This is an optimization exercise on Yosys and OpenROAD, whose aim is small area, a short achievable clock period and few clock cycles per item, not a production implementation. Function was checked by simulation only, so behaviour that the tests miss may differ from the original.

==> try-onyx <==
Design implicit_binary_tree_traversal, start of the top module:
module implicit_binary_tree_traversal (
   input  logic        clock,
   input  logic        reset,
   input  logic        req_valid,
   output logic        req_stall,
   input  logic [31:0] req_node_value,
   input  logic        req_last_node,
   output logic        rsp_valid,
   input  logic        rsp_stall,
   output logic [31:0] rsp_out_value,
   output logic [5:0]  rsp_out_index,
   output logic        rsp_last_out,
   output logic        rsp_overflowed,
   input  logic        csr_write_enable,
   input  logic [1:0]  csr_write_data
);
make LEC_CHECK=0 CAP_MARGIN=20 CORE_MARGIN=2 CORE_UTILIZATION=45 CTS_CLUSTER_DIAMETER=100 CTS_CLUSTER_SIZE=25 SETUP_SLACK_MARGIN=3.8 SLEW_MARGIN=20 finish   # period 6.5 ns
run.sh (not shown) runs the stock make flow with config.mk's settings and CLKGATE_MAP_FILE= SYNTH_SCRIPT=/design/flow/synth_recipe.tcl, a recipe that flattens the netlist after the stock synthesis.
==> try-maple (differences from try-onyx) <==
--- a/flow/design.v
+++ b/flow/design.v
@@ -51,30 +51,21 @@
       inc7 = (a & ~c) | (~a & {c[5:0], 1'b1});
    endfunction
    function automatic logic [6:0] dec7(input logic [6:0] a);
       logic [6:0] o;
       o    = por7(a);
       dec7 = (a & {o[5:0], 1'b0}) | ~o;
    endfunction
    function automatic logic lt7(input logic [6:0] a, input logic [6:0] b);
-      logic [6:0] l, g;
-      logic l65, g65, l43, g43, l21, g21, l63, g63, l20;
-      l   = ~a & b;
-      g   = a & ~b;
-      l65 = l[6] | (~g[6] & l[5]);
-      g65 = g[6] | (~l[6] & g[5]);
-      l43 = l[4] | (~g[4] & l[3]);
-      g43 = g[4] | (~l[4] & g[3]);
-      l21 = l[2] | (~g[2] & l[1]);
-      g21 = g[2] | (~l[2] & g[1]);
-      l63 = l65 | (~g65 & l43);
-      g63 = g65 | (~l65 & g43);
-      l20 = l21 | (~g21 & l[0]);
-      lt7 = l63 | (~g63 & l20);
+      logic [6:0] lt, ngt;
+      lt  = ~a & b;
+      ngt = ~(a & ~b);
+      lt7 = lt[6] | (ngt[6] & (lt[5] | (ngt[5] & (lt[4] | (ngt[4] & (lt[3] |
+            (ngt[3] & (lt[2] | (ngt[2] & (lt[1] | (ngt[1] & lt[0])))))))))));
    endfunction
    function automatic logic [7:0] lzero8(input logic [6:0] a);
       logic [6:0] c;
       c      = pand7(a);
       lzero8 = {c[6], ~a & {c[5:0], 1'b1}};
    endfunction
    logic [1:0] order_ff;
    logic            req_stall_ff, req_stall_d;
@@ -94,40 +85,38 @@
    logic [6:0]      ld_M, ld_LB;
    logic            st_we;
    logic [NT-1:0]   ready;
    logic [6:0]      d_n   [NT];
    logic [1:0]      d_ord [NT];
    logic [NT-1:0]   d_ovf;
    logic            w_act, w_last;
    logic [TAGW-1:0] w_tag, nt_tag;
-   logic [6:0]      w_M, w_LB, w_T, w_Mn, w_lo1, w_rem;
-   logic [6:0]      w_step, w_st2, w_gt1, w_gt2, w_lo2;
+   logic [6:0]      w_M, w_LB, w_T, w_Mn, w_step, w_st2, w_gt1, w_gt2, w_lo1, w_lo2, w_rem;
    logic [1:0]      w_ord;
    logic            w_ovf;
    logic            issue, w_start, w_fin;
    logic            k_v, k_last, k_ovf;
    logic [KW-1:0]   k_key;
    logic [6:0]      k_M, k_LB;
    logic            s1_v, s1_last, s1_ovf;
    logic [63:0]     s1_oh;
    logic            pipe_en, s1_move;
-   logic            out_v, out_free;
-   logic [31:0]     out_val, rd_data;
-   logic [5:0]      out_idx;
+   logic            out_v, skid_v, out_free;
+   logic [31:0]     out_val, skid_val, rd_data;
+   logic [5:0]      out_idx, skid_idx;
    logic [6:0]      s1_idx;
-   logic            out_last, out_ovf;
+   logic            out_last, skid_last, out_ovf, skid_ovf;
    assign req_stall = req_stall_ff;
    assign acc       = req_valid && !req_stall_ff && !reset;
    logic l0_first, l0_tagok, l0_commit, l0_nd, pred_new, pred_hold, l0_load;
    always_comb begin
       for (int k = 0; k < NINS; k++) begin
          cand[k]      = !used_q[(k * INSD + 63) % 64];
-         cand_next[k] = !used_q[(k * INSD + 62) % 64] ||
-                        (s1_move && s1_oh[(k * INSD + 62) % 64]);
+         cand_next[k] = !used_q[(k * INSD + 62) % 64];
       end
       l0_commit  = l0_v && (l0_drop || ((|cand) && l0_tagok));
       l0_nd      = l0_commit && !l0_drop;
       pred_new   = acc_k[6] || ((|cand_next) && !(acc_k == 7'd0 && tag_busy[acc_tag]));
       pred_hold  = (|cand_next) && !(l0_first && tag_busy[l0_tag]);
       l0_load    = !l0_v || l0_commit;
       if (reset)
          req_stall_d = 1'b1;
@@ -255,17 +244,17 @@
          end
       end
       if (l0_commit && l0_last) begin
          d_n[l0_tag]   <= l0_drop ? 7'd64 : inc7(l0_k);
          d_ord[l0_tag] <= l0_ord;
          d_ovf[l0_tag] <= l0_drop;
       end
    end
-   assign pipe_en = out_free;
+   assign pipe_en = !skid_v;
    assign issue   = w_act && pipe_en;
    assign w_fin   = issue && w_last;
    assign nt_tag  = w_act ? w_tag + 1'b1 : w_tag;
    assign w_start = ready[nt_tag] && (!w_act || w_fin);
    logic [6:0] st_n, st_step, st_Mn, st_M0;
    logic [1:0] st_ord;
    always_comb begin
       st_n   = d_n[nt_tag];
@@ -282,23 +271,16 @@
          st_step = 7'd16; st_Mn = {st_n[1:0], 5'b10000};
       end else if (st_n[1]) begin
          st_step = 7'd32; st_Mn = {st_n[0], 6'b100000};
       end else begin
          st_step = 7'd64; st_Mn = 7'd64;
       end
       st_M0 = (st_ord == ibt_pkg::ORDER_IN || st_ord == ibt_pkg::ORDER_POST) ? st_step : 7'd64;
    end
-   always_comb begin
-      w_lo2  = {w_lo1[5:0], 1'b1};            
-      w_step = w_lo2 & ~w_lo1;
-      w_st2  = {w_step[5:0], 1'b0};
-      w_gt1  = ~w_lo2;                        
-      w_gt2  = ~{w_lo2[5:0], 1'b1};           
-   end
    logic [6:0] nx_M, nx_LB, nx_T;
    always_comb begin
       logic       self_lt_h, child_lt_h, child_eq_h, has_l, sib_ok, is_left, lt_n, p_lt;
       logic [6:0] pm, ml, p, x0, x1, y0, y1, par, z0, z1, zi0, zi1, a0, a1, ai0, ai1;
       logic [7:0] lz0, lz1, lzi0, lzi1;
       self_lt_h  = |(w_LB & w_gt1);
       child_lt_h = |(w_LB & w_gt2);
       child_eq_h = |(w_LB & w_st2);
@@ -395,17 +377,22 @@
          end else if (w_fin) begin
             w_act <= 1'b0;
          end
          if (w_fin)
             w_tag <= w_tag + 1'b1;
       end
       if (w_start) begin
          w_Mn   <= st_Mn;
+         w_step <= st_step;
+         w_st2  <= {st_step[5:0], 1'b0};
+         w_gt1  <= ~dec7({st_step[5:0], 1'b0});
+         w_gt2  <= ~dec7({st_step[4:0], 2'b00});
          w_lo1  <= dec7(st_step);
+         w_lo2  <= dec7({st_step[5:0], 1'b0});
          w_ord  <= st_ord;
          w_ovf  <= d_ovf[nt_tag];
          w_rem  <= st_n;
          w_last <= (st_n == 7'd1);
       end else if (issue) begin
          w_rem  <= dec7(w_rem);
          w_last <= (w_rem == 7'd2);
       end
@@ -462,34 +449,48 @@
       if (pipe_en) begin
          s1_idx  <= dec7(k_j);
          s1_last <= k_last;
          s1_ovf  <= k_ovf;
       end
    end
    assign s1_move  = s1_v && pipe_en;
    assign out_free = !out_v || !rsp_stall;
+   logic o_skid, o_new, o_hold;
+   always_comb begin
+      o_skid = out_free && skid_v;
+      o_new  = out_free && !skid_v;
+      o_hold = !out_free;
+   end
    always_comb begin
       rd_data = '0;
       for (int i = 0; i < 64; i++)
          rd_data = rd_data | (s1_oh[i] ? mem_q[i] : 32'd0);
    end
-   logic o_new, o_hold;
-   always_comb begin
-      o_new  = s1_move;
-      o_hold = !out_free;
-   end
    always_ff @(posedge clock) begin
-      if (reset)
-         out_v <= 1'b0;
-      else if (out_free)
-         out_v <= s1_v;
-      out_val  <= ({32{o_new}} & rd_data) | ({32{o_hold}} & out_val);
-      out_idx  <= ({6{o_new}} & s1_idx[5:0]) | ({6{o_hold}} & out_idx);
-      out_last <= (o_new & s1_last) | (o_hold & out_last);
-      out_ovf  <= (o_new & s1_ovf) | (o_hold & out_ovf);
+      if (reset) begin
+         out_v  <= 1'b0;
+         skid_v <= 1'b0;
+      end else begin
+         if (out_free)
+            out_v <= skid_v || s1_move;
+         if (skid_v)
+            skid_v <= !out_free;
+         else
+            skid_v <= s1_move && !out_free;
+      end
+      out_val  <= ({32{o_skid}} & skid_val) | ({32{o_new}} & rd_data) | ({32{o_hold}} & out_val);
+      out_idx  <= ({6{o_skid}} & skid_idx) | ({6{o_new}} & s1_idx[5:0]) | ({6{o_hold}} & out_idx);
+      out_last <= (o_skid & skid_last) | (o_new & s1_last) | (o_hold & out_last);
+      out_ovf  <= (o_skid & skid_ovf) | (o_new & s1_ovf) | (o_hold & out_ovf);
+      if (!skid_v) begin
+         skid_val  <= rd_data;
+         skid_idx  <= s1_idx[5:0];
+         skid_last <= s1_last;
+         skid_ovf  <= s1_ovf;
+      end
    end
    assign rsp_valid      = out_v;
    assign rsp_out_value  = out_val;
    assign rsp_out_index  = out_idx;
    assign rsp_last_out   = out_last;
    assign rsp_overflowed = out_ovf;
 endmodule
==> try-harbor (differences from try-onyx) <==
--- a/flow/design.v
+++ b/flow/design.v
@@ -51,30 +51,21 @@
       inc7 = (a & ~c) | (~a & {c[5:0], 1'b1});
    endfunction
    function automatic logic [6:0] dec7(input logic [6:0] a);
       logic [6:0] o;
       o    = por7(a);
       dec7 = (a & {o[5:0], 1'b0}) | ~o;
    endfunction
    function automatic logic lt7(input logic [6:0] a, input logic [6:0] b);
-      logic [6:0] l, g;
-      logic l65, g65, l43, g43, l21, g21, l63, g63, l20;
-      l   = ~a & b;
-      g   = a & ~b;
-      l65 = l[6] | (~g[6] & l[5]);
-      g65 = g[6] | (~l[6] & g[5]);
-      l43 = l[4] | (~g[4] & l[3]);
-      g43 = g[4] | (~l[4] & g[3]);
-      l21 = l[2] | (~g[2] & l[1]);
-      g21 = g[2] | (~l[2] & g[1]);
-      l63 = l65 | (~g65 & l43);
-      g63 = g65 | (~l65 & g43);
-      l20 = l21 | (~g21 & l[0]);
-      lt7 = l63 | (~g63 & l20);
+      logic [6:0] lt, ngt;
+      lt  = ~a & b;
+      ngt = ~(a & ~b);
+      lt7 = lt[6] | (ngt[6] & (lt[5] | (ngt[5] & (lt[4] | (ngt[4] & (lt[3] |
+            (ngt[3] & (lt[2] | (ngt[2] & (lt[1] | (ngt[1] & lt[0])))))))))));
    endfunction
    function automatic logic [7:0] lzero8(input logic [6:0] a);
       logic [6:0] c;
       c      = pand7(a);
       lzero8 = {c[6], ~a & {c[5:0], 1'b1}};
    endfunction
    logic [1:0] order_ff;
    logic            req_stall_ff, req_stall_d;
@@ -94,40 +85,38 @@
    logic [6:0]      ld_M, ld_LB;
    logic            st_we;
    logic [NT-1:0]   ready;
    logic [6:0]      d_n   [NT];
    logic [1:0]      d_ord [NT];
    logic [NT-1:0]   d_ovf;
    logic            w_act, w_last;
    logic [TAGW-1:0] w_tag, nt_tag;
-   logic [6:0]      w_M, w_LB, w_T, w_Mn, w_lo1, w_rem;
-   logic [6:0]      w_step, w_st2, w_gt1, w_gt2, w_lo2;
+   logic [6:0]      w_M, w_LB, w_T, w_Mn, w_step, w_st2, w_gt1, w_gt2, w_lo1, w_lo2, w_rem;
    logic [1:0]      w_ord;
    logic            w_ovf;
    logic            issue, w_start, w_fin;
    logic            k_v, k_last, k_ovf;
    logic [KW-1:0]   k_key;
    logic [6:0]      k_M, k_LB;
    logic            s1_v, s1_last, s1_ovf;
    logic [63:0]     s1_oh;
    logic            pipe_en, s1_move;
-   logic            out_v, out_free;
-   logic [31:0]     out_val, rd_data;
-   logic [5:0]      out_idx;
+   logic            out_v, skid_v, out_free;
+   logic [31:0]     out_val, skid_val, rd_data;
+   logic [5:0]      out_idx, skid_idx;
    logic [6:0]      s1_idx;
-   logic            out_last, out_ovf;
+   logic            out_last, skid_last, out_ovf, skid_ovf;
    assign req_stall = req_stall_ff;
    assign acc       = req_valid && !req_stall_ff && !reset;
    logic l0_first, l0_tagok, l0_commit, l0_nd, pred_new, pred_hold, l0_load;
    always_comb begin
       for (int k = 0; k < NINS; k++) begin
          cand[k]      = !used_q[(k * INSD + 63) % 64];
-         cand_next[k] = !used_q[(k * INSD + 62) % 64] ||
-                        (s1_move && s1_oh[(k * INSD + 62) % 64]);
+         cand_next[k] = !used_q[(k * INSD + 62) % 64];
       end
       l0_commit  = l0_v && (l0_drop || ((|cand) && l0_tagok));
       l0_nd      = l0_commit && !l0_drop;
       pred_new   = acc_k[6] || ((|cand_next) && !(acc_k == 7'd0 && tag_busy[acc_tag]));
       pred_hold  = (|cand_next) && !(l0_first && tag_busy[l0_tag]);
       l0_load    = !l0_v || l0_commit;
       if (reset)
          req_stall_d = 1'b1;
@@ -255,17 +244,17 @@
          end
       end
       if (l0_commit && l0_last) begin
          d_n[l0_tag]   <= l0_drop ? 7'd64 : inc7(l0_k);
          d_ord[l0_tag] <= l0_ord;
          d_ovf[l0_tag] <= l0_drop;
       end
    end
-   assign pipe_en = out_free;
+   assign pipe_en = !skid_v;
    assign issue   = w_act && pipe_en;
    assign w_fin   = issue && w_last;
    assign nt_tag  = w_act ? w_tag + 1'b1 : w_tag;
    assign w_start = ready[nt_tag] && (!w_act || w_fin);
    logic [6:0] st_n, st_step, st_Mn, st_M0;
    logic [1:0] st_ord;
    always_comb begin
       st_n   = d_n[nt_tag];
@@ -282,23 +271,16 @@
          st_step = 7'd16; st_Mn = {st_n[1:0], 5'b10000};
       end else if (st_n[1]) begin
          st_step = 7'd32; st_Mn = {st_n[0], 6'b100000};
       end else begin
          st_step = 7'd64; st_Mn = 7'd64;
       end
       st_M0 = (st_ord == ibt_pkg::ORDER_IN || st_ord == ibt_pkg::ORDER_POST) ? st_step : 7'd64;
    end
-   always_comb begin
-      w_lo2  = {w_lo1[5:0], 1'b1};            
-      w_step = w_lo2 & ~w_lo1;
-      w_st2  = {w_step[5:0], 1'b0};
-      w_gt1  = ~w_lo2;                        
-      w_gt2  = ~{w_lo2[5:0], 1'b1};           
-   end
    logic [6:0] nx_M, nx_LB, nx_T;
    always_comb begin
       logic       self_lt_h, child_lt_h, child_eq_h, has_l, sib_ok, is_left, lt_n, p_lt;
       logic [6:0] pm, ml, p, x0, x1, y0, y1, par, z0, z1, zi0, zi1, a0, a1, ai0, ai1;
       logic [7:0] lz0, lz1, lzi0, lzi1;
       self_lt_h  = |(w_LB & w_gt1);
       child_lt_h = |(w_LB & w_gt2);
       child_eq_h = |(w_LB & w_st2);
@@ -394,38 +376,38 @@
             w_act <= 1'b1;
          end else if (w_fin) begin
             w_act <= 1'b0;
          end
          if (w_fin)
             w_tag <= w_tag + 1'b1;
       end
       if (w_start) begin
+         w_M    <= st_M0;
+         w_LB   <= st_M0;
+         w_T    <= st_M0 | dec7(st_M0);
          w_Mn   <= st_Mn;
+         w_step <= st_step;
+         w_st2  <= {st_step[5:0], 1'b0};
+         w_gt1  <= ~dec7({st_step[5:0], 1'b0});
+         w_gt2  <= ~dec7({st_step[4:0], 2'b00});
          w_lo1  <= dec7(st_step);
+         w_lo2  <= dec7({st_step[5:0], 1'b0});
          w_ord  <= st_ord;
          w_ovf  <= d_ovf[nt_tag];
          w_rem  <= st_n;
          w_last <= (st_n == 7'd1);
       end else if (issue) begin
+         w_M    <= nx_M;
+         w_LB   <= nx_LB;
+         w_T    <= nx_T;
          w_rem  <= dec7(w_rem);
          w_last <= (w_rem == 7'd2);
       end
    end
-   logic [6:0] sel_st, sel_nx, sel_hd;
-   always_comb begin
-      sel_st = {7{w_start}};
-      sel_nx = {7{!w_start && issue}};
-      sel_hd = {7{!w_start && !issue}};
-   end
-   always_ff @(posedge clock) begin
-      w_M  <= (sel_st & st_M0) | (sel_nx & nx_M) | (sel_hd & w_M);
-      w_LB <= (sel_st & st_M0) | (sel_nx & nx_LB) | (sel_hd & w_LB);
-      w_T  <= (sel_st & (st_M0 | dec7(st_M0))) | (sel_nx & nx_T) | (sel_hd & w_T);
-   end
    always_ff @(posedge clock) begin
       if (reset) begin
          k_v <= 1'b0;
       end else if (pipe_en) begin
          k_v <= w_act;
       end
       if (pipe_en) begin
          k_key  <= {w_tag, w_M[6:1]};
@@ -467,29 +449,39 @@
    end
    assign s1_move  = s1_v && pipe_en;
    assign out_free = !out_v || !rsp_stall;
    always_comb begin
       rd_data = '0;
       for (int i = 0; i < 64; i++)
          rd_data = rd_data | (s1_oh[i] ? mem_q[i] : 32'd0);
    end
-   logic o_new, o_hold;
-   always_comb begin
-      o_new  = s1_move;
-      o_hold = !out_free;
-   end
    always_ff @(posedge clock) begin
-      if (reset)
-         out_v <= 1'b0;
-      else if (out_free)
-         out_v <= s1_v;
-      out_val  <= ({32{o_new}} & rd_data) | ({32{o_hold}} & out_val);
-      out_idx  <= ({6{o_new}} & s1_idx[5:0]) | ({6{o_hold}} & out_idx);
-      out_last <= (o_new & s1_last) | (o_hold & out_last);
-      out_ovf  <= (o_new & s1_ovf) | (o_hold & out_ovf);
+      if (reset) begin
+         out_v  <= 1'b0;
+         skid_v <= 1'b0;
+      end else begin
+         if (out_free)
+            out_v <= skid_v || s1_move;
+         if (skid_v)
+            skid_v <= !out_free;
+         else
+            skid_v <= s1_move && !out_free;
+      end
+      if (out_free) begin
+         out_val  <= skid_v ? skid_val  : rd_data;
+         out_idx  <= skid_v ? skid_idx  : s1_idx[5:0];
+         out_last <= skid_v ? skid_last : s1_last;
+         out_ovf  <= skid_v ? skid_ovf  : s1_ovf;
+      end
+      if (!skid_v) begin
+         skid_val  <= rd_data;
+         skid_idx  <= s1_idx[5:0];
+         skid_last <= s1_last;
+         skid_ovf  <= s1_ovf;
+      end
    end
    assign rsp_valid      = out_v;
    assign rsp_out_value  = out_val;
    assign rsp_out_index  = out_idx;
    assign rsp_last_out   = out_last;
    assign rsp_overflowed = out_ovf;
 endmodule
==> flow/config.mk (replaced) <==
export PLATFORM = sky130hd
export DESIGN_NAME = implicit_binary_tree_traversal
export DESIGN_NICKNAME = implicit_binary_tree_traversal
export VERILOG_FILES = /design/flow/design.v
export SDC_FILE = /design/flow/constraint.sdc
export NUM_CORES = 4
export LEC_CHECK = 0
export CAP_MARGIN = 20
export CORE_MARGIN = 2
export CORE_UTILIZATION = 45
export SETUP_SLACK_MARGIN = 3.8
export SLEW_MARGIN = 20
==> results_tabular.tex <==
\begin{tabular}{lr}
\hline
Metric & Value \\
\hline
\multicolumn{2}{l}{\textbf{Run status}} \\
Result of the run & complete, no violations \\
\multicolumn{2}{l}{\textbf{Worst setup path}} \\
Worst path slowest cell & dfxtp\_4 \\
R2r worst-path depth & 10 \\
Flop2flop setup slack & $\sim$3.6 ns \\
\multicolumn{2}{l}{\textbf{Place}} \\
GP Congestion & 0.9212 \\
Worst slack after detailed placement & 1.451 ns \\
\multicolumn{2}{l}{\textbf{Yosys}} \\
Cell area after synthesis & 88920 µm² \\
\multicolumn{2}{l}{\textbf{Clock network}} \\
Post\_cts resized & 505 \\
\multicolumn{2}{l}{\textbf{Global route}} \\
Met2 Resource Use GR & 0.4800 \\
Global-route wire length before repair & 454700 µm \\
GR Layer Usage met1 & 0.4171 \\
\multicolumn{2}{l}{\textbf{Timing}} \\
Post-route setup slack & between 3 and 4 ns \\
\multicolumn{2}{l}{\textbf{Floorplanning}} \\
Die Wd & 448.5 µm \\
\multicolumn{2}{l}{\textbf{Final layout}} \\
Area occupied by registers & 60250 µm² \\
Fraction of standard cell area in multi-input logic & 0.2787 \\
\hline
\end{tabular}
Source of the figures above: try-onyx

==> results_tabular.tex <==
\begin{tabular}{lr}
\hline
Metric & Value \\
\hline
\multicolumn{2}{l}{\textbf{Global route}} \\
Met2 Resource Use GR & 0.4648 \\
GR Layer Usage met1 & 0.4134 \\
Global-route wire length before repair & $\sim$440000 µm \\
\multicolumn{2}{l}{\textbf{Final layout}} \\
Area occupied by registers & 62030 µm² \\
\multicolumn{2}{l}{\textbf{Yosys}} \\
Cell area after synthesis & 90680 µm² \\
\multicolumn{2}{l}{\textbf{Worst setup path}} \\
Worst path slowest cell & or3b\_1 \\
R2r worst-path depth & 12 \\
\multicolumn{2}{l}{\textbf{Floorplanning}} \\
Die Wd & 452.9 µm \\
\multicolumn{2}{l}{\textbf{Clock network}} \\
Post\_cts resized & 419 \\
Number of buffers created by CTS & 141 \\
\multicolumn{2}{l}{\textbf{Run status}} \\
Result of the run & complete, no violations \\
\multicolumn{2}{l}{\textbf{Place}} \\
GP Congestion & 0.9124 \\
\multicolumn{2}{l}{\textbf{Timing}} \\
Post-route setup slack & 3.762 ns \\
\hline
\end{tabular}
Source of the figures above: try-maple

==> results_tabular.tex <==
\begin{tabular}{lr}
\hline
Metric & Value \\
\hline
\multicolumn{2}{l}{\textbf{Final layout}} \\
Fraction of standard cell area in multi-input logic & 0.2541 \\
\multicolumn{2}{l}{\textbf{Clock network}} \\
Post\_cts resized & 331 \\
\multicolumn{2}{l}{\textbf{Global route}} \\
Global-route wire length before repair & around 450000 µm \\
GR Layer Usage met1 & 0.4101 \\
\multicolumn{2}{l}{\textbf{Yosys}} \\
Cell area after synthesis & 89880 µm² \\
\multicolumn{2}{l}{\textbf{Timing}} \\
Post-route setup slack & 3.437 ns \\
Final count of hold timing violations & 0 \\
\multicolumn{2}{l}{\textbf{Place}} \\
GP Congestion & 0.9135 \\
Worst slack after detailed placement & around 2.6 ns \\
\multicolumn{2}{l}{\textbf{Worst setup path}} \\
R2r worst-path depth & 10 \\
Flop2flop setup slack & 3.44 ns \\
\multicolumn{2}{l}{\textbf{Run status}} \\
Result of the run & complete, no violations \\
\hline
\end{tabular}
Source of the figures above: try-harbor

Testbench counts of try-onyx, summed over its fixed seeds: cycles 14,089, items 12,608.
Testbench counts of try-maple, summed over its fixed seeds: cycles 14,129, items 12,608.
Testbench counts of try-harbor, summed over its fixed seeds: cycles 14,129, items 12,608.

[separate check: timing with driven ports]
No port has a modelled driver above. Below, the same layouts with a new extraction and two added sets of constraints.
Step 1, drivers: a clkbuf_16 drives clock and a buf_2 each remaining input, both assumed.
Step 2 also shifts input and output timing later by t, the mid clock arrival at the registers, as if the neighbouring blocks saw the same clock.
Three values: no drivers, after step 1, after step 2; two values: the first two.
| run | shift t [ns] | slack for setup (ns) | worst setup path at the end | clock arrival spread, ns |
|---|---|---|---|---|
| try-onyx | 0.907 | 3.627 / 3.627 / 3.061 | input to register | 0.063 / 0.063 |
| try-maple | 0.920 | 3.762 / 3.762 / 3.118 | input to register | 0.052 / 0.052 |
| try-harbor | 0.994 | 3.437 / 3.437 / 3.252 | input to register | 0.084 / 0.084 |
After both steps setup and hold are still met in every run listed. For try-maple, which loses most, drivers alone change the setup slack by 0.000 ns; drivers and shift together by -0.644 ns.
